From an optimization exercise on the open Yosys and OpenROAD flow, aimed at small area; shortcuts taken in it are not production practice.
At most, simulation tests tie the RTL to the original design; equivalence was not proved.
No activity file was given, so power comes from the tool's default toggle rates.

==> branch cedar: inputs <==
// soc_ifc_top
module soc_ifc_top (
    input  wire                            clk,
    input  wire                            cptra_rst_b,
    input  wire soc_ifc_pkg::soc_ifc_req_t req_i,
    output soc_ifc_pkg::soc_ifc_rsp_t      rsp_o,
    output logic                           fuse_done_o,
    output logic                           error_intr_o,
    output logic                           cptra_error_fatal_o,
    output logic                           nmi_intr_o
);
    logic [4:0]  a1;         
    logic [31:0] wd1;        
    logic        v1, we1, re1;
    logic        done_q;
    logic        mapped, refuse;
    always_comb begin
        mapped = ~req_i.addr[5] & (~req_i.addr[3] | (req_i.addr[2:0] == 3'd0));
        refuse = ~mapped;
        if (req_i.addr[4:0] == 5'h08)
            refuse = refuse | (req_i.write & (~req_i.soc_req | done_q));
        else if (req_i.addr[4:3] == 2'b00)
            refuse = refuse | (req_i.write & done_q);
    end
    always_ff @(posedge clk or negedge cptra_rst_b) begin
        if (!cptra_rst_b) begin
            v1  <= 1'b0;
            we1 <= 1'b0;
            re1 <= 1'b0;
        end else begin
            v1  <= req_i.req;
            we1 <= req_i.req & req_i.write & ~refuse;
            re1 <= req_i.req & ~req_i.write & ~refuse;
        end
    end
    always_ff @(posedge clk) begin
        a1  <= req_i.addr[4:0];
        wd1 <= req_i.wdata;
    end
    function automatic logic wr(input logic [4:0] a);
        wr = we1 & (a1 == a);
    endfunction
    logic [7:0][31:0] fuse_q;
    logic [7:0]       fuse_vld;
    logic [31:0]      p1_q, p2_q;
    logic             p1_vld, p2_vld;
    logic             t1_en_q, t2_en_q;
    logic [1:0]       intr_q;
    logic             fatal_q;
    logic [1:0]       to_q, to_f;
    logic [31:0]      c1_q, c2_q;
    logic fuse_wr;
    assign fuse_wr = we1 & (a1[4:3] == 2'b00);
    logic [7:0]  fuse_ld;
    logic        p1_ld, p2_ld;
    always_comb begin
        for (int w = 0; w < 8; w++) fuse_ld[w] = fuse_wr & (a1[2:0] == w[2:0]);
        p1_ld = wr(5'h12);
        p2_ld = wr(5'h15);
    end
    always_ff @(posedge clk) begin
        for (int w = 0; w < 8; w++)
  ...
Settings: LEC_CHECK=0, CAP_MARGIN=20, CORE_MARGIN=2, CORE_UTILIZATION=65, CTS_BUF_LIST=sky130_fd_sc_hd__clkbuf_2 sky130_fd_sc_hd__clkbuf_4, PLACE_DENSITY=0.75, SLEW_MARGIN=20; clock period 5.0 ns.
run.sh (not shown) runs the stock make flow with config.mk's settings and CLKGATE_MAP_FILE= SYNTH_SCRIPT=/design/flow/synth_recipe.tcl, a recipe that flattens the netlist after the stock synthesis.
==> branch nickel: changes against branch cedar <==
--- a/flow/design.v
+++ b/flow/design.v
@@ -156,22 +156,34 @@
     assign fatal_clr = wr(5'h18) & wd1[0];
     logic run1, run2, clr1, clr2, ge1, ge2;
     assign run1 = t1_en_q;
     assign clr1 = ~t1_en_q | rst1 | svc[0];
     assign run2 = t2_en_q | to_q[0];
     assign clr2 = ~run2 | rst2 | svc[1];
-    assign ge1  = ~p1_vld | (c1_q >= p1_q);
-    assign ge2  = ~p2_vld | (c2_q >= p2_q);
+    logic [32:0] ge1_c, ge2_c;
+    logic [32:0] all1_c, all2_c;
+    always_comb begin
+        ge1_c[0]  = 1'b1;
+        ge2_c[0]  = 1'b1;
+        all1_c[0] = 1'b1;
+        all2_c[0] = 1'b1;
+        for (int i = 0; i < 32; i++) begin
+            ge1_c[i+1]  = (c1_q[i] & ~p1_q[i]) | ((c1_q[i] | ~p1_q[i]) & ge1_c[i]);
+            ge2_c[i+1]  = (c2_q[i] & ~p2_q[i]) | ((c2_q[i] | ~p2_q[i]) & ge2_c[i]);
+            all1_c[i+1] = all1_c[i] & c1_q[i];
+            all2_c[i+1] = all2_c[i] & c2_q[i];
+        end
+    end
+    assign ge1 = ~p1_vld | ge1_c[32];
+    assign ge2 = ~p2_vld | ge2_c[32];
     logic inc1, inc2;
     assign inc1 = run1 & ~to_q[0] & ~ge1;
     assign inc2 = run2 & ~to_q[1] & ~ge2;
     always_ff @(posedge clk) begin
-        if (clr1) c1_q <= '0;
-        else      c1_q <= c1_q + {31'd0, inc1};
-        if (clr2) c2_q <= '0;
-        else      c2_q <= c2_q + {31'd0, inc2};
+        c1_q <= {32{~clr1}} & (c1_q ^ ({32{inc1}} & all1_c[31:0]));
+        c2_q <= {32{~clr2}} & (c2_q ^ ({32{inc2}} & all2_c[31:0]));
         to_f <= to_q;
     end
     logic fatal_cond;
     assign fatal_cond = to_q[1] & ~t2_en_q;
     always_ff @(posedge clk or negedge cptra_rst_b) begin
         if (!cptra_rst_b) begin
CORE_UTILIZATION = 40   (was 65)
CTS_BUF_LIST = not set   (was sky130_fd_sc_hd__clkbuf_2 sky130_fd_sc_hd__clkbuf_4)
PLACE_DENSITY = not set   (was 0.75)
==> notes <==
- Branch cedar passed the timing, DRC and antenna checks. Branch nickel produced a clean layout.
- Between branch nickel and branch cedar, the lower via count is in branch nickel (gap 4.9%, measured against branch cedar).
- Against branch cedar, the maximum frequency of branch nickel is larger by about 3%.
- Flip-flop and latch count is the same in branch cedar and branch nickel.
- In branch cedar the clock skew is higher than in branch nickel, by 49 ps.
- In branch cedar the global-route usage is higher than in branch nickel, by 12 points.
==> figures <==
item	branch nickel	branch cedar
Seq pwr	4.13 mW	4.14 mW
M1 wire length	20300 µm	17900 µm
Leakage Power	6.84 nW	7.55 nW
Die width	214 µm	170 µm
Initial core utilization	40.7%	66.4%
Delay of the slowest cell on the worst path	950 ps	610 ps
Cts bufs inserted	46	109
Outcome	complete, no violations	complete, no violations
Synthesized-area fraction occupied by xor and xnor cells	0.947%	2.59%
Synthesized area divided by synthesized cell count	13.8 µm²	13.8 µm²
Max-slew headroom	28.5%	33.7%
For branch cedar, only the layout was checked, not whether the RTL still works.

==> job 3508 <==
==> flow/design.v <==
`default_nettype none
package soc_ifc_pkg;
    localparam int DATA_W     = 32;
    localparam int ADDR_W     = 6;
    localparam int FUSE_WORDS = 8;
    localparam int FUSE_SEL_W = $clog2(FUSE_WORDS);
    localparam logic [ADDR_W-1:0] ADDR_FUSE_BASE      = 6'h00;
    localparam logic [ADDR_W-1:0] ADDR_FUSE_WR_DONE   = 6'h08;
    localparam logic [ADDR_W-1:0] ADDR_WDT_T1_EN      = 6'h10;
    localparam logic [ADDR_W-1:0] ADDR_WDT_T1_RESTART = 6'h11;
    localparam logic [ADDR_W-1:0] ADDR_WDT_T1_PERIOD  = 6'h12;
    localparam logic [ADDR_W-1:0] ADDR_WDT_T2_EN      = 6'h13;
    localparam logic [ADDR_W-1:0] ADDR_WDT_T2_RESTART = 6'h14;
    localparam logic [ADDR_W-1:0] ADDR_WDT_T2_PERIOD  = 6'h15;
    localparam logic [ADDR_W-1:0] ADDR_WDT_STATUS     = 6'h16;
    localparam logic [ADDR_W-1:0] ADDR_ERROR_INTR_STS = 6'h17;
    localparam logic [ADDR_W-1:0] ADDR_HW_ERROR_FATAL = 6'h18;
    typedef enum logic [4:0] {
        REG_NONE = 5'd0,
        REG_FUSE,
        REG_FUSE_WR_DONE,
        REG_WDT_T1_EN,
        REG_WDT_T1_RESTART,
        REG_WDT_T1_PERIOD,
        REG_WDT_T2_EN,
        REG_WDT_T2_RESTART,
        REG_WDT_T2_PERIOD,
        REG_WDT_STATUS,
        REG_ERROR_INTR_STS,
        REG_HW_ERROR_FATAL
    } reg_idx_t;
    typedef struct packed {
        logic              req;
        logic              write;
        logic              soc_req;
        logic [ADDR_W-1:0] addr;
        logic [DATA_W-1:0] wdata;
    } soc_ifc_req_t;
    typedef struct packed {
        logic              valid;
        logic              err;
        logic [DATA_W-1:0] rdata;
    } soc_ifc_rsp_t;
    typedef struct packed {
        logic                  valid;
        reg_idx_t              idx;
        logic [FUSE_SEL_W-1:0] fuse_sel;
        logic                  write_en;
        logic                  err;
        logic [DATA_W-1:0]     wdata;
    } reg_op_t;
    typedef struct packed {
        logic              t1_en;
        logic              t2_en;
        logic              t1_restart;
        logic              t2_restart;
        logic [DATA_W-1:0] t1_period;
        logic [DATA_W-1:0] t2_period;
    } wdt_cfg_t;
    typedef struct packed {
        logic t2_timeout;
        logic t1_timeout;
    } wdt_status_t;
endpackage
`default_nettype wire
`timescale 1ns/1ps
`default_nettype none
module soc_ifc_top (
    input  wire                            clk,
    input  wire                            cptra_rst_b,
    input  wire soc_ifc_pkg::soc_ifc_req_t req_i,
    output soc_ifc_pkg::soc_ifc_rsp_t      rsp_o,
    output logic                           fuse_done_o,
    output logic                           error_intr_o,
    output logic                           cptra_error_fatal_o,
    output logic                           nmi_intr_o
);
    logic [4:0]  a1;         
    logic [31:0] wd1;        
    logic        v1, we1, re1;
    logic        done_q;
    logic        mapped, refuse;
    always_comb begin
        mapped = ~req_i.addr[5] & (~req_i.addr[3] | (req_i.addr[2:0] == 3'd0));
        refuse = ~mapped;
        if (req_i.addr[4:0] == 5'h08)
            refuse = refuse | (req_i.write & (~req_i.soc_req | done_q));
        else if (req_i.addr[4:3] == 2'b00)
            refuse = refuse | (req_i.write & done_q);
    end
    always_ff @(posedge clk or negedge cptra_rst_b) begin
        if (!cptra_rst_b) begin
            v1  <= 1'b0;
            we1 <= 1'b0;
            re1 <= 1'b0;
        end else begin
            v1  <= req_i.req;
            we1 <= req_i.req & req_i.write & ~refuse;
            re1 <= req_i.req & ~req_i.write & ~refuse;
        end
    end
    always_ff @(posedge clk) begin
        a1  <= req_i.addr[4:0];
        wd1 <= req_i.wdata;
    end
    function automatic logic wr(input logic [4:0] a);
        wr = we1 & (a1 == a);
    endfunction
    logic [7:0][31:0] fuse_q;
    logic [7:0]       fuse_vld;
    logic [31:0]      p1_q, p2_q;
    logic             p1_vld, p2_vld;
    logic             t1_en_q, t2_en_q;
    logic [1:0]       intr_q;
    logic             fatal_q;
    logic [1:0]       to_q, to_f;
    logic [31:0]      cn1_q, cn2_q;
    logic fuse_wr;
    assign fuse_wr = we1 & (a1[4:3] == 2'b00);
    always_ff @(posedge clk) begin
        for (int w = 0; w < 8; w++)
            if (fuse_wr && a1[2:0] == w[2:0]) fuse_q[w] <= wd1;
        if (wr(5'h12)) p1_q <= wd1;
        if (wr(5'h15)) p2_q <= wd1;
    end
    always_ff @(posedge clk or negedge cptra_rst_b) begin
        if (!cptra_rst_b) begin
            fuse_vld <= '0;
            p1_vld   <= 1'b0;
            p2_vld   <= 1'b0;
            done_q   <= 1'b0;
            t1_en_q  <= 1'b0;
            t2_en_q  <= 1'b0;
        end else begin
            for (int w = 0; w < 8; w++)
                if (fuse_wr && a1[2:0] == w[2:0]) fuse_vld[w] <= 1'b1;
            if (wr(5'h12)) p1_vld <= 1'b1;
            if (wr(5'h15)) p2_vld <= 1'b1;
            if (wr(5'h08)) done_q  <= wd1[0];
            if (wr(5'h10)) t1_en_q <= wd1[0];
            if (wr(5'h13)) t2_en_q <= wd1[0];
        end
    end
    logic [1:0] svc;
    logic       rst1, rst2, fatal_clr;
    assign svc       = {2{wr(5'h17)}} & wd1[1:0];
    assign rst1      = wr(5'h11) & wd1[0];
    assign rst2      = wr(5'h14) & wd1[0];
    assign fatal_clr = wr(5'h18) & wd1[0];
    logic run1, run2, clr1, clr2, ge1, ge2;
    assign run1 = t1_en_q;
    assign clr1 = ~t1_en_q | rst1 | svc[0];
    assign run2 = t2_en_q | to_q[0];
    assign clr2 = ~run2 | rst2 | svc[1];
    logic [32:0] lt1_c, lt2_c;
    always_comb begin
        lt1_c[0] = 1'b0;
        lt2_c[0] = 1'b0;
        for (int i = 0; i < 32; i++) begin
            lt1_c[i+1] = (cn1_q[i] & p1_q[i]) | ((cn1_q[i] | p1_q[i]) & lt1_c[i]);
            lt2_c[i+1] = (cn2_q[i] & p2_q[i]) | ((cn2_q[i] | p2_q[i]) & lt2_c[i]);
        end
    end
    assign ge1 = ~p1_vld | ~lt1_c[32];
    assign ge2 = ~p2_vld | ~lt2_c[32];
    logic cnt1, cnt2;
    assign cnt1 = run1 & ~to_q[0];
    assign cnt2 = run2 & ~to_q[1];
    function automatic logic [31:0] dec_mask(input logic [31:0] cn, input logic lz);
        logic z;
        z = 1'b1;
        for (int i = 0; i < 16; i++) begin
            dec_mask[i] = z;
            z = z & ~cn[i];
        end
        z = lz;
        for (int i = 16; i < 32; i++) begin
            dec_mask[i] = z;
            z = z & ~cn[i];
        end
    endfunction
    logic lz1_q, lz2_q;
    always_ff @(posedge clk) begin
        cn1_q <= {32{clr1}} | (cn1_q ^ ({32{cnt1}} & dec_mask(cn1_q, lz1_q)));
        cn2_q <= {32{clr2}} | (cn2_q ^ ({32{cnt2}} & dec_mask(cn2_q, lz2_q)));
        lz1_q <= ~clr1 & (cnt1 ? (cn1_q[15:0] == 16'h0001) : lz1_q);
        lz2_q <= ~clr2 & (cnt2 ? (cn2_q[15:0] == 16'h0001) : lz2_q);
        to_f  <= to_q;
    end
    logic fatal_cond;
    assign fatal_cond = to_q[1] & ~t2_en_q;
    always_ff @(posedge clk or negedge cptra_rst_b) begin
        if (!cptra_rst_b) begin
            to_q    <= '0;
            intr_q  <= '0;
            fatal_q <= 1'b0;
        end else begin
            to_q[0]   <= ~clr1 & (to_q[0] | (run1 & ge1));
            to_q[1]   <= ~clr2 & (to_q[1] | (run2 & ge2));
            intr_q[0] <= (intr_q[0] & ~svc[0]) | (to_q[0] & ~to_f[0]);
            intr_q[1] <= (intr_q[1] & ~svc[1]) | (to_q[1] & ~to_f[1] & t2_en_q);
            fatal_q   <= (fatal_q & ~fatal_clr) | fatal_cond;
        end
    end
    logic       v2, e2, re2;
    logic [4:0] a2;
    logic [1:0] dyn_q;
    always_ff @(posedge clk or negedge cptra_rst_b) begin
        if (!cptra_rst_b) begin
            v2    <= 1'b0;
            e2    <= 1'b0;
            re2   <= 1'b0;
            dyn_q <= '0;
        end else begin
            v2  <= v1;
            e2  <= v1 & ~we1 & ~re1;
            re2 <= re1;
            dyn_q <= {2{re1}} & ((a1 == 5'h16) ? to_q :
                                 (a1 == 5'h17) ? intr_q :
                                 (a1 == 5'h18) ? {1'b0, fatal_q} : 2'b00);
        end
    end
    always_ff @(posedge clk) a2 <= a1;
    logic [31:0] rdata;
    always_comb begin
        rdata = '0;
        for (int w = 0; w < 8; w++)
            if (re2 && fuse_vld[w] && a2 == w[4:0]) rdata = rdata | fuse_q[w];
        if (re2 && p1_vld && a2 == 5'h12) rdata = rdata | p1_q;
        if (re2 && p2_vld && a2 == 5'h15) rdata = rdata | p2_q;
        rdata[0] = rdata[0] | (re2 & ((a2 == 5'h08 & done_q) | (a2 == 5'h10 & t1_en_q)
                                     | (a2 == 5'h13 & t2_en_q)));
        rdata[1:0] = rdata[1:0] | dyn_q;
    end
    assign rsp_o.valid         = v2;
    assign rsp_o.err           = e2;
    assign rsp_o.rdata         = rdata;
    assign fuse_done_o         = done_q;
    assign error_intr_o        = |intr_q;
    assign cptra_error_fatal_o = fatal_cond;
    assign nmi_intr_o          = fatal_cond;
endmodule
`default_nettype wire
==> flow/flow/run.sh <==
#!/bin/bash
# Standard ORFS layout with these changes to how cells are chosen:
# - synthesis maps logic with an area-oriented ABC script (flow/abc_map.script)
#   in place of ORFS's speed script; everything else in synthesis is standard,
#   so registers keep the standard synthesis's names and cell types
# - every port gets the smallest buffer (buf_1)
# - clock tree synthesis uses clkbuf_8 over clusters of up to 16 sinks and
#   inserts no dummy loads
# Each step's full output goes to its own log here (synth.log, standard.log)
# and ORFS's per-step logs stay under orfs/logs.
set -euo pipefail
work=$(pwd)
rm -rf "$work/scripts_area"
cp -r "$FLOW_HOME/scripts" "$work/scripts_area"
cp "$work/flow/abc_map.script" "$work/scripts_area/abc_speed.script"
export BUFFER_PORTS_ARGS="-buffer_cell sky130_fd_sc_hd__buf_1"
export CTS_ARGS="-sink_clustering_enable -repair_clock_nets -dont_use_dummy_load -buf_list sky130_fd_sc_hd__clkbuf_8 -sink_clustering_size 16 -sink_clustering_max_diameter 80"
SCRIPTS_DIR="$work/scripts_area" bash standard.sh synth > synth.log 2>&1
bash standard.sh > standard.log 2>&1
==> flow/flow/abc_map.script <==
strash
&get -n
&st
&dch
&nf -a
&st
&syn2
&dch
&nf -a
&st
&syn2
&dch
&nf -a -R 1000
&put
topo
stime -c
==> flow/standard.sh <==
#!/bin/bash
# synth_recipe.tcl (not shown) runs the flow's synth.tcl, then flattens the netlist and writes it again
# the make line also repeats each setting of config.mk as NAME=value (left out here)
make -C /OpenROAD-flow-scripts/flow DESIGN_CONFIG=/design/flow/config.mk WORK_HOME=/design/flow/orfs CLKGATE_MAP_FILE= SYNTH_SCRIPT=/design/flow/synth_recipe.tcl "${@:-finish}"
==> flow/config.mk <==
export PLATFORM = sky130hd
export DESIGN_NAME = soc_ifc_top
export DESIGN_NICKNAME = soc_ifc_top
export VERILOG_FILES = /design/flow/design.v
export SDC_FILE = /design/flow/constraint.sdc
export NUM_CORES = 4
export LEC_CHECK = 0
export CAP_MARGIN = 0
export CORE_MARGIN = 2
export CORE_UTILIZATION = 65
export PLACE_DENSITY = 0.75
export SLEW_MARGIN = 0
==> flow/constraint.sdc <==
create_clock -name core_clock -period 5.0 [get_ports {clk}]
set_input_delay 1.0000 -clock core_clock [delete_from_list [all_inputs] [get_ports {clk}]]
set_output_delay 1.0000 -clock core_clock [all_outputs]
set_load 0.01 [all_outputs]
==> job 9662 (differences from job 3508) <==
==> flow/design.v, changed modules only <==
module soc_ifc_top (
    input  wire                            clk,
    input  wire                            cptra_rst_b,
    input  wire soc_ifc_pkg::soc_ifc_req_t req_i,
    output soc_ifc_pkg::soc_ifc_rsp_t      rsp_o,
    output logic                           fuse_done_o,
    output logic                           error_intr_o,
    output logic                           cptra_error_fatal_o,
    output logic                           nmi_intr_o
);
    logic [4:0]  a1;         
    logic [31:0] wd1;        
    logic        v1, we1, re1;
    logic        done_q;
    logic        mapped, refuse;
    always_comb begin
        mapped = ~req_i.addr[5] & (~req_i.addr[3] | (req_i.addr[2:0] == 3'd0));
        refuse = ~mapped;
        if (req_i.addr[4:0] == 5'h08)
            refuse = refuse | (req_i.write & (~req_i.soc_req | done_q));
        else if (req_i.addr[4:3] == 2'b00)
            refuse = refuse | (req_i.write & done_q);
    end
    always_ff @(posedge clk or negedge cptra_rst_b) begin
        if (!cptra_rst_b) begin
            v1  <= 1'b0;
            we1 <= 1'b0;
            re1 <= 1'b0;
        end else begin
            v1  <= req_i.req;
            we1 <= req_i.req & req_i.write & ~refuse;
            re1 <= req_i.req & ~req_i.write & ~refuse;
        end
    end
    always_ff @(posedge clk) begin
        a1  <= req_i.addr[4:0];
        wd1 <= req_i.wdata;
    end
    function automatic logic wr(input logic [4:0] a);
        wr = we1 & (a1 == a);
    endfunction
    logic [7:0][31:0] fuse_q;
    logic [7:0]       fuse_vld;
    logic [31:0]      p1_q, p2_q;
    logic             p1_vld, p2_vld;
    logic             t1_en_q, t2_en_q;
    logic [1:0]       intr_q;
    logic             fatal_q;
    logic [1:0]       to_q, to_f;
    logic [31:0]      c1_q, c2_q;
    logic fuse_wr;
    assign fuse_wr = we1 & (a1[4:3] == 2'b00);
    logic [7:0]  fuse_ld;
    logic        p1_ld, p2_ld;
    always_comb begin
        for (int w = 0; w < 8; w++) fuse_ld[w] = fuse_wr & (a1[2:0] == w[2:0]);
        p1_ld = wr(5'h12);
        p2_ld = wr(5'h15);
    end
    always_ff @(posedge clk) begin
        for (int w = 0; w < 8; w++)
            fuse_q[w] <= ({32{fuse_ld[w]}} & wd1) | ({32{~fuse_ld[w]}} & fuse_q[w]);
        p1_q <= ({32{p1_ld}} & wd1) | ({32{~p1_ld}} & p1_q);
        p2_q <= ({32{p2_ld}} & wd1) | ({32{~p2_ld}} & p2_q);
    end
    always_ff @(posedge clk or negedge cptra_rst_b) begin
        if (!cptra_rst_b) begin
            fuse_vld <= '0;
            p1_vld   <= 1'b0;
            p2_vld   <= 1'b0;
            done_q   <= 1'b0;
            t1_en_q  <= 1'b0;
            t2_en_q  <= 1'b0;
        end else begin
            for (int w = 0; w < 8; w++)
                if (fuse_wr && a1[2:0] == w[2:0]) fuse_vld[w] <= 1'b1;
            if (wr(5'h12)) p1_vld <= 1'b1;
            if (wr(5'h15)) p2_vld <= 1'b1;
            if (wr(5'h08)) done_q  <= wd1[0];
            if (wr(5'h10)) t1_en_q <= wd1[0];
            if (wr(5'h13)) t2_en_q <= wd1[0];
        end
    end
    logic [1:0] svc;
    logic       rst1, rst2, fatal_clr;
    assign svc       = {2{wr(5'h17)}} & wd1[1:0];
    assign rst1      = wr(5'h11) & wd1[0];
    assign rst2      = wr(5'h14) & wd1[0];
    assign fatal_clr = wr(5'h18) & wd1[0];
    logic run1, run2, clr1, clr2, ge1, ge2;
    assign run1 = t1_en_q;
    assign clr1 = ~t1_en_q | rst1 | svc[0];
    assign run2 = t2_en_q | to_q[0];
    assign clr2 = ~run2 | rst2 | svc[1];
    assign ge1  = ~p1_vld | (c1_q >= p1_q);
    assign ge2  = ~p2_vld | (c2_q >= p2_q);
    logic inc1, inc2;
    assign inc1 = run1 & ~to_q[0] & ~ge1;
    assign inc2 = run2 & ~to_q[1] & ~ge2;
    always_ff @(posedge clk) begin
        if (clr1) c1_q <= '0;
        else      c1_q <= c1_q + {31'd0, inc1};
        if (clr2) c2_q <= '0;
        else      c2_q <= c2_q + {31'd0, inc2};
        to_f <= to_q;
    end
    logic fatal_cond;
    assign fatal_cond = to_q[1] & ~t2_en_q;
    always_ff @(posedge clk or negedge cptra_rst_b) begin
        if (!cptra_rst_b) begin
            to_q    <= '0;
            intr_q  <= '0;
            fatal_q <= 1'b0;
        end else begin
            to_q[0]   <= ~clr1 & (to_q[0] | (run1 & ge1));
            to_q[1]   <= ~clr2 & (to_q[1] | (run2 & ge2));
            intr_q[0] <= (intr_q[0] & ~svc[0]) | (to_q[0] & ~to_f[0]);
            intr_q[1] <= (intr_q[1] & ~svc[1]) | (to_q[1] & ~to_f[1] & t2_en_q);
            fatal_q   <= (fatal_q & ~fatal_clr) | fatal_cond;
        end
    end
    logic       v2, e2, re2;
    logic [4:0] a2;
    logic [1:0] dyn_q;
    always_ff @(posedge clk or negedge cptra_rst_b) begin
        if (!cptra_rst_b) begin
            v2    <= 1'b0;
            e2    <= 1'b0;
            re2   <= 1'b0;
            dyn_q <= '0;
        end else begin
            v2  <= v1;
            e2  <= v1 & ~we1 & ~re1;
            re2 <= re1;
            dyn_q <= {2{re1}} & ((a1 == 5'h16) ? to_q :
                                 (a1 == 5'h17) ? intr_q :
                                 (a1 == 5'h18) ? {1'b0, fatal_q} : 2'b00);
        end
    end
    always_ff @(posedge clk) a2 <= a1;
    logic [31:0] rdata;
    always_comb begin
        rdata = '0;
        for (int w = 0; w < 8; w++)
            if (re2 && fuse_vld[w] && a2 == w[4:0]) rdata = rdata | fuse_q[w];
        if (re2 && p1_vld && a2 == 5'h12) rdata = rdata | p1_q;
        if (re2 && p2_vld && a2 == 5'h15) rdata = rdata | p2_q;
        rdata[0] = rdata[0] | (re2 & ((a2 == 5'h08 & done_q) | (a2 == 5'h10 & t1_en_q)
                                     | (a2 == 5'h13 & t2_en_q)));
        rdata[1:0] = rdata[1:0] | dyn_q;
    end
    assign rsp_o.valid         = v2;
    assign rsp_o.err           = e2;
    assign rsp_o.rdata         = rdata;
    assign fuse_done_o         = done_q;
    assign error_intr_o        = |intr_q;
    assign cptra_error_fatal_o = fatal_cond;
    assign nmi_intr_o          = fatal_cond;
endmodule
==> flow/run.sh (new file) <==
#!/bin/bash
# synth_recipe.tcl (not shown) runs the flow's synth.tcl, then flattens the netlist and writes it again
# the make line also repeats each setting of config.mk as NAME=value (left out here)
make -C /OpenROAD-flow-scripts/flow DESIGN_CONFIG=/design/flow/config.mk WORK_HOME=/design/flow/orfs CLKGATE_MAP_FILE= SYNTH_SCRIPT=/design/flow/synth_recipe.tcl finish
CAP_MARGIN = 20   (was 0)
CORE_UTILIZATION = 40   (was 65)
PLACE_DENSITY = default   (was 0.75)
SLEW_MARGIN = 20   (was 0)
removed: flow/flow/run.sh
removed: flow/flow/abc_map.script
removed: flow/standard.sh
==> job 8791 (differences from job 3508) <==
==> flow/design.v, changed modules only <==
module soc_ifc_top (
    input  wire                            clk,
    input  wire                            cptra_rst_b,
    input  wire soc_ifc_pkg::soc_ifc_req_t req_i,
    output soc_ifc_pkg::soc_ifc_rsp_t      rsp_o,
    output logic                           fuse_done_o,
    output logic                           error_intr_o,
    output logic                           cptra_error_fatal_o,
    output logic                           nmi_intr_o
);
    logic [4:0]  a1;         
    logic [31:0] wd1;        
    logic        v1, we1, re1;
    logic        done_q;
    logic        mapped, refuse;
    always_comb begin
        mapped = ~req_i.addr[5] & (~req_i.addr[3] | (req_i.addr[2:0] == 3'd0));
        refuse = ~mapped;
        if (req_i.addr[4:0] == 5'h08)
            refuse = refuse | (req_i.write & (~req_i.soc_req | done_q));
        else if (req_i.addr[4:3] == 2'b00)
            refuse = refuse | (req_i.write & done_q);
    end
    always_ff @(posedge clk or negedge cptra_rst_b) begin
        if (!cptra_rst_b) begin
            v1  <= 1'b0;
            we1 <= 1'b0;
            re1 <= 1'b0;
        end else begin
            v1  <= req_i.req;
            we1 <= req_i.req & req_i.write & ~refuse;
            re1 <= req_i.req & ~req_i.write & ~refuse;
        end
    end
    always_ff @(posedge clk) begin
        a1  <= req_i.addr[4:0];
        wd1 <= req_i.wdata;
    end
    function automatic logic wr(input logic [4:0] a);
        wr = we1 & (a1 == a);
    endfunction
    logic [7:0][31:0] fuse_q;
    logic [7:0]       fuse_vld;
    logic [31:0]      p1_q, p2_q;
    logic             p1_vld, p2_vld;
    logic             t1_en_q, t2_en_q;
    logic [1:0]       intr_q;
    logic             fatal_q;
    logic [1:0]       to_q, to_f;
    logic [31:0]      c1_q, c2_q;
    logic fuse_wr;
    assign fuse_wr = we1 & (a1[4:3] == 2'b00);
    logic [7:0]  fuse_ld;
    logic        p1_ld, p2_ld;
    always_comb begin
        for (int w = 0; w < 8; w++) fuse_ld[w] = fuse_wr & (a1[2:0] == w[2:0]);
        p1_ld = wr(5'h12);
        p2_ld = wr(5'h15);
    end
    always_ff @(posedge clk) begin
        for (int w = 0; w < 8; w++)
            fuse_q[w] <= ({32{fuse_ld[w]}} & wd1) | ({32{~fuse_ld[w]}} & fuse_q[w]);
        p1_q <= ({32{p1_ld}} & wd1) | ({32{~p1_ld}} & p1_q);
        p2_q <= ({32{p2_ld}} & wd1) | ({32{~p2_ld}} & p2_q);
    end
    always_ff @(posedge clk or negedge cptra_rst_b) begin
        if (!cptra_rst_b) begin
            fuse_vld <= '0;
            p1_vld   <= 1'b0;
            p2_vld   <= 1'b0;
            done_q   <= 1'b0;
            t1_en_q  <= 1'b0;
            t2_en_q  <= 1'b0;
        end else begin
            for (int w = 0; w < 8; w++)
                if (fuse_wr && a1[2:0] == w[2:0]) fuse_vld[w] <= 1'b1;
            if (wr(5'h12)) p1_vld <= 1'b1;
            if (wr(5'h15)) p2_vld <= 1'b1;
            if (wr(5'h08)) done_q  <= wd1[0];
            if (wr(5'h10)) t1_en_q <= wd1[0];
            if (wr(5'h13)) t2_en_q <= wd1[0];
        end
    end
    logic [1:0] svc;
    logic       rst1, rst2, fatal_clr;
    assign svc       = {2{wr(5'h17)}} & wd1[1:0];
    assign rst1      = wr(5'h11) & wd1[0];
    assign rst2      = wr(5'h14) & wd1[0];
    assign fatal_clr = wr(5'h18) & wd1[0];
    logic run1, run2, clr1, clr2, ge1, ge2;
    assign run1 = t1_en_q;
    assign clr1 = ~t1_en_q | rst1 | svc[0];
    assign run2 = t2_en_q | to_q[0];
    assign clr2 = ~run2 | rst2 | svc[1];
    logic [32:0] ge1_c, ge2_c;
    logic [32:0] all1_c, all2_c;
    always_comb begin
        ge1_c[0]  = 1'b1;
        ge2_c[0]  = 1'b1;
        all1_c[0] = 1'b1;
        all2_c[0] = 1'b1;
        for (int i = 0; i < 32; i++) begin
            ge1_c[i+1]  = (c1_q[i] & ~p1_q[i]) | ((c1_q[i] | ~p1_q[i]) & ge1_c[i]);
            ge2_c[i+1]  = (c2_q[i] & ~p2_q[i]) | ((c2_q[i] | ~p2_q[i]) & ge2_c[i]);
            all1_c[i+1] = all1_c[i] & c1_q[i];
            all2_c[i+1] = all2_c[i] & c2_q[i];
        end
    end
    assign ge1 = ~p1_vld | ge1_c[32];
    assign ge2 = ~p2_vld | ge2_c[32];
    logic inc1, inc2;
    assign inc1 = run1 & ~to_q[0] & ~ge1;
    assign inc2 = run2 & ~to_q[1] & ~ge2;
    always_ff @(posedge clk) begin
        c1_q <= {32{~clr1}} & (c1_q ^ ({32{inc1}} & all1_c[31:0]));
        c2_q <= {32{~clr2}} & (c2_q ^ ({32{inc2}} & all2_c[31:0]));
        to_f <= to_q;
    end
    logic fatal_cond;
    assign fatal_cond = to_q[1] & ~t2_en_q;
    always_ff @(posedge clk or negedge cptra_rst_b) begin
        if (!cptra_rst_b) begin
            to_q    <= '0;
            intr_q  <= '0;
            fatal_q <= 1'b0;
        end else begin
            to_q[0]   <= ~clr1 & (to_q[0] | (run1 & ge1));
            to_q[1]   <= ~clr2 & (to_q[1] | (run2 & ge2));
            intr_q[0] <= (intr_q[0] & ~svc[0]) | (to_q[0] & ~to_f[0]);
            intr_q[1] <= (intr_q[1] & ~svc[1]) | (to_q[1] & ~to_f[1] & t2_en_q);
            fatal_q   <= (fatal_q & ~fatal_clr) | fatal_cond;
        end
    end
    logic       v2, e2, re2;
    logic [4:0] a2;
    logic [1:0] dyn_q;
    always_ff @(posedge clk or negedge cptra_rst_b) begin
        if (!cptra_rst_b) begin
            v2    <= 1'b0;
            e2    <= 1'b0;
            re2   <= 1'b0;
            dyn_q <= '0;
        end else begin
            v2  <= v1;
            e2  <= v1 & ~we1 & ~re1;
            re2 <= re1;
            dyn_q <= {2{re1}} & ((a1 == 5'h16) ? to_q :
                                 (a1 == 5'h17) ? intr_q :
                                 (a1 == 5'h18) ? {1'b0, fatal_q} : 2'b00);
        end
    end
    always_ff @(posedge clk) a2 <= a1;
    logic [31:0] rdata;
    always_comb begin
        rdata = '0;
        for (int w = 0; w < 8; w++)
            if (re2 && fuse_vld[w] && a2 == w[4:0]) rdata = rdata | fuse_q[w];
        if (re2 && p1_vld && a2 == 5'h12) rdata = rdata | p1_q;
        if (re2 && p2_vld && a2 == 5'h15) rdata = rdata | p2_q;
        rdata[0] = rdata[0] | (re2 & ((a2 == 5'h08 & done_q) | (a2 == 5'h10 & t1_en_q)
                                     | (a2 == 5'h13 & t2_en_q)));
        rdata[1:0] = rdata[1:0] | dyn_q;
    end
    assign rsp_o.valid         = v2;
    assign rsp_o.err           = e2;
    assign rsp_o.rdata         = rdata;
    assign fuse_done_o         = done_q;
    assign error_intr_o        = |intr_q;
    assign cptra_error_fatal_o = fatal_cond;
    assign nmi_intr_o          = fatal_cond;
endmodule
==> flow/flow/run.sh (replaced) <==
#!/bin/bash
# Standard ORFS layout with these changes to how cells are chosen:
# - synthesis maps logic with an area-oriented ABC script (flow/abc_map.script)
#   in place of ORFS's speed script; everything else in synthesis is standard
# - ports get the smallest buffer
# - clock tree synthesis clusters more sinks per buffer and inserts no dummy loads
set -euo pipefail
work=$(pwd)
rm -rf "$work/scripts_area"
cp -r "$FLOW_HOME/scripts" "$work/scripts_area"
cp "$work/flow/abc_map.script" "$work/scripts_area/abc_speed.script"
export BUFFER_PORTS_ARGS="-buffer_cell sky130_fd_sc_hd__buf_1"
export CTS_ARGS="-sink_clustering_enable -repair_clock_nets -dont_use_dummy_load -sink_clustering_size 25 -sink_clustering_max_diameter 100"
SCRIPTS_DIR="$work/scripts_area" bash standard.sh synth > synth.log 2>&1
bash standard.sh > standard.log 2>&1
==> flow/flow/abc_map.script (replaced) <==
strash
&get -n
&st
&dch
&nf -a
&st
&syn2
&dch
&nf -a
&put
topo
stime -c
CAP_MARGIN = 20   (was 0)
SLEW_MARGIN = 20   (was 0)
==> results.txt <==
status finished clean; critical path launch point t2_en_q; Synth Cell Area about 16,000 um^2; Synth Area in Simple Gates a little over 8%; die height around 160 um; ys async rst share about 5.7%; met3 Use GR 3.621%; Power Dens Cells ~330 nW/um^2
-- figures above: job 3508

==> results.txt <==
ys async rst share 5.727%; die height between 200 and 250 um; status finished clean; critical path launch point a2[0]
-- figures above: job 9662

==> results.txt <==
status finished clean; Synth Area in Simple Gates approximately a tenth; Synth Cell Area about 17,000 um^2; Power Dens Cells 330.5 nW/um^2; met3 Use GR between 3 and 4%
-- figures above: job 8791

Function not checked in job 9662: the RTL went through the layout flow alone.

==> afterwards: timing with drivers on the ports <==
In the flow no input, the clock included, has a driving cell. The finished layouts below were timed again as built, in two steps.
Step 1: set_driving_cell puts a clkbuf_16 on clk and a buf_2 on each other input, an assumption about the parent block.
Step 2 moves the port delays by t, midway between the first and last clock arrival at a register: inputs arrive t later, outputs are due t later. That takes back most of the time a late clock gives input paths.
Slacks: ideal / step 1 / step 2; pairs: ideal / step 1.
| run | shift t [ns] | setup WS [ns] | pins driven straight from the clock port |
|---|---|---|---|
| branch cedar | 0.801 | 0.216 / 0.167 / 0.806 | 1 |
| branch nickel | 0.614 | 0.364 / 0.308 / 0.922 | 1 |
| job 3508 | 0.586 | 0.631 / 0.631 / 0.631 | 1 |
| job 9662 | 0.611 | 0.250 / 0.195 / 0.721 | 1 |
| job 8791 | 0.562 | 0.357 / 0.357 / 0.357 | 1 |
After both steps every run listed still meets setup and hold.
